This design comes from an exercise in tuning for small area on the open sky130 flow, not from production work.
Where RTL was checked, it was by simulation tests only, not by an equivalence proof against the original.
No activity file was given, so power comes from the tool's default toggle rates.

==> module frameTimer, before the edit <==
module frameTimer
(
   input  logic       clk,
   input  logic       reset_n,
   output logic       eof,
   output logic       sof,
   output logic       step1,
   output logic       upd1,
   output logic       step2,
   output logic       upd2
);
   logic [8:0] cnt;
   always_ff @(posedge clk or negedge reset_n)
   begin
      if (!reset_n)
         cnt <= 9'd110;
      else
         cnt <= {cnt[7:0], cnt[8] ^ cnt[4] ^ upd2};
   end
   assign eof = cnt == 9'd39;
   assign sof = cnt == 9'd78;
   assign step1 = sof;
   assign upd1 = cnt == 9'd156;
   assign step2 = cnt == 9'd313;
   assign upd2 = cnt == 9'd114;
endmodule
==> module gameRegs, before the edit <==
module gameRegs
(
   input  logic        clk,
   input  logic        reset_n,
   input  logic        wbCyc,
   input  logic        wbStb,
   input  logic        wbWe,
   input  logic [2:0]  wbAdr,
   input  logic [31:0] wbDatW,
   input  logic        eof,
   input  logic [21:0] pos1,
   input  logic [21:0] pos2,
   output logic [31:0] wbDatR,
   output logic        wbAck,
   output logic [9:0]  speed1,
   output logic [9:0]  speed2,
   output logic [9:0]  speed1Next,
   output logic [9:0]  speed2Next
);
   logic [31:0] frameCount;
   logic        writeNow;
   logic [9:0]  clamped;
   logic [32:0] carry;
   assign carry[0] = eof;
   genvar i;
   generate
      for (i = 0; i < 32; i++)
      begin : g_inc
         assign carry[i+1] = carry[i] & frameCount[i];
      end
   endgenerate
   assign writeNow = wbAck && wbCyc && wbStb && wbWe;
   assign clamped = {wbDatW[9:1], wbDatW[0] | (wbDatW[9:1] == 9'd0)};
   assign speed1Next = (writeNow && wbAdr == 3'd0) ? clamped : speed1;
   assign speed2Next = (writeNow && wbAdr == 3'd1) ? clamped : speed2;
   always_ff @(posedge clk or negedge reset_n)
   begin
      if (!reset_n)
      begin
         wbAck <= 1'b0;
         speed1 <= 10'd16;
         speed2 <= 10'd3;
         frameCount <= '0;
      end
      else
      begin
         wbAck <= wbCyc && wbStb && !wbAck;
         speed1 <= speed1Next;
         speed2 <= speed2Next;
         if (writeNow && wbAdr == 3'd4)
            frameCount <= wbDatW;
         else
            frameCount <= frameCount ^ carry[31:0];
      end
   end
   always_comb
   begin
      case (wbAdr)
         3'd0: wbDatR = {22'd0, speed1};
         3'd1: wbDatR = {22'd0, speed2};
         3'd2: wbDatR = {{5{pos1[21]}}, pos1[21:11], {5{pos1[10]}}, pos1[10:0]};
         3'd3: wbDatR = {{5{pos2[21]}}, pos2[21:11], {5{pos2[10]}}, pos2[10:0]};
         3'd4: wbDatR = frameCount;
         default: wbDatR = '0;
      endcase
   end
endmodule
export LEC_CHECK = 0
export CAP_MARGIN = 20
export CORE_MARGIN = 2
export CORE_UTILIZATION = 40
export SLEW_MARGIN = 20
create_clock -name core_clock -period 10.0 [get_ports {clk}]
standard.sh (not shown) runs the stock make flow with config.mk's settings and CLKGATE_MAP_FILE= SYNTH_SCRIPT=/design/flow/synth_recipe.tcl, a recipe that flattens the netlist after the stock synthesis.
==> flow/flow/run.sh <==
#!/bin/bash
# Standard ORFS layout with three changes: the standard synthesis netlist's
# combinational logic is re-mapped for area (flow/remap.tcl, registers kept
# as they are), ports get plain buf_1 buffers, and the clock tree is built
# from small clock buffers without dummy loads.
set -euo pipefail
ARGS=(
  "BUFFER_PORTS_ARGS=-buffer_cell sky130_fd_sc_hd__buf_1"
  "CTS_ARGS=-sink_clustering_enable -repair_clock_nets -dont_use_dummy_load -sink_clustering_size 10 -buf_list {sky130_fd_sc_hd__clkbuf_2 sky130_fd_sc_hd__clkbuf_4}"
)
RES="$PWD/orfs/results/$FLOW_PLATFORM/gameTop/base"
bash standard.sh "${ARGS[@]}" synth > synth.log 2>&1
cp "$RES/1_2_yosys.v" "$RES/1_2_yosys_standard.v"
REMAP_LIB="$FLOW_HOME/platforms/$FLOW_PLATFORM/lib/sky130_fd_sc_hd__tt_025C_1v80.lib" \
REMAP_IN="$RES/1_2_yosys_standard.v" REMAP_OUT="$RES/1_2_yosys.v" REMAP_TOP="$FLOW_TOP" \
  "$FLOW_HOME/../tools/install/yosys/bin/yosys" -c flow/remap.tcl > remap.log 2>&1
rm -f "$RES/1_synth.odb"
bash standard.sh "${ARGS[@]}" finish > finish.log 2>&1
Other scripts of this flow, unchanged in this note and not shown: flow/flow/remap.tcl
Rerun with:
--- a/flow/design.v
+++ b/flow/design.v
@@ -68,19 +68,23 @@
    output logic       upd2
 );
    logic [8:0] cnt;
+   logic [9:0] inc;
+   logic       top;
+   assign inc = {1'b0, cnt} + 10'd1;
    always_ff @(posedge clk or negedge reset_n)
    begin
       if (!reset_n)
-         cnt <= 9'd110;
+         cnt <= 9'd28;
       else
-         cnt <= {cnt[7:0], cnt[8] ^ cnt[4] ^ upd2};
+         cnt <= {inc[8:6], inc[5] | inc[9], inc[4:0]};
    end
-   assign eof = cnt == 9'd39;
-   assign sof = cnt == 9'd78;
+   assign top = &cnt[8:3];
+   assign eof = top & ~cnt[2] & cnt[1] & cnt[0];
+   assign sof = top & cnt[2] & ~cnt[1] & ~cnt[0];
    assign step1 = sof;
-   assign upd1 = cnt == 9'd156;
-   assign step2 = cnt == 9'd313;
-   assign upd2 = cnt == 9'd114;
+   assign upd1 = top & cnt[2] & ~cnt[1] & cnt[0];
+   assign step2 = top & cnt[2] & cnt[1] & ~cnt[0];
+   assign upd2 = top & cnt[2] & cnt[1] & cnt[0];
 endmodule
 `timescale 1ns/1ps
 module playerMotion
@@ -373,17 +377,17 @@
             frameCount <= frameCount ^ carry[31:0];
       end
    end
-   always_comb
-   begin
-      case (wbAdr)
-         3'd0: wbDatR = {22'd0, speed1};
-         3'd1: wbDatR = {22'd0, speed2};
-         3'd2: wbDatR = {{5{pos1[21]}}, pos1[21:11], {5{pos1[10]}}, pos1[10:0]};
-         3'd3: wbDatR = {{5{pos2[21]}}, pos2[21:11], {5{pos2[10]}}, pos2[10:0]};
-         3'd4: wbDatR = frameCount;
-         default: wbDatR = '0;
-      endcase
-   end
+   logic selS1, selS2, selP1, selP2, selFc;
+   assign selS1 = wbAdr == 3'd0;
+   assign selS2 = wbAdr == 3'd1;
+   assign selP1 = wbAdr == 3'd2;
+   assign selP2 = wbAdr == 3'd3;
+   assign selFc = wbAdr == 3'd4;
+   assign wbDatR = ({32{selS1}} & {22'd0, speed1})
+                 | ({32{selS2}} & {22'd0, speed2})
+                 | ({32{selP1}} & {{5{pos1[21]}}, pos1[21:11], {5{pos1[10]}}, pos1[10:0]})
+                 | ({32{selP2}} & {{5{pos2[21]}}, pos2[21:11], {5{pos2[10]}}, pos2[10:0]})
+                 | ({32{selFc}} & frameCount);
 endmodule
 `timescale 1ns/1ps
 module gameTop
=> Worst setup slack gains 0.70 ns. Total power is about the same. Cell count increases by about 0.8%. Global-route usage decreases by 1.6 points. Cell area decreases by about 0.9%. Register-to-register slack gains 0.92 ns. Clock-buffer cell count is unchanged. Routed wire length decreases by 6.1%.
Function not checked in the first run of this note: the RTL went through the layout flow alone.

==> port drivers added, routing unchanged <==
The results above use ideal ports. As a check the final layouts listed here were re-extracted and re-timed, cells and wires unchanged.
Step 1 sets driving cells, clkbuf_16 on the clock port and buf_2 on the other inputs (assumed; they add their load-dependent delay and slew).
Step 2, shift: input delay + t, output delay - t, t = (earliest + latest rising clock arrival at the registers) / 2. This alone moves slack from input paths to output paths.
Slacks: ideal ports / drivers / drivers and shift; pairs: ideal ports / drivers.
| run | t (ns) | setup slack, ns | cell pins on the clock port's net |
|---|---|---|---|
| the first run | 0.583 | 1.501 / 1.501 / 1.392 | 1 |
| the second run | 0.561 | 2.204 / 2.208 / 1.646 | 1 |
After both steps setup and hold are still met in every run listed. For the second run, which loses most, drivers alone change the setup slack by +0.004 ns; drivers and shift together by -0.558 ns.
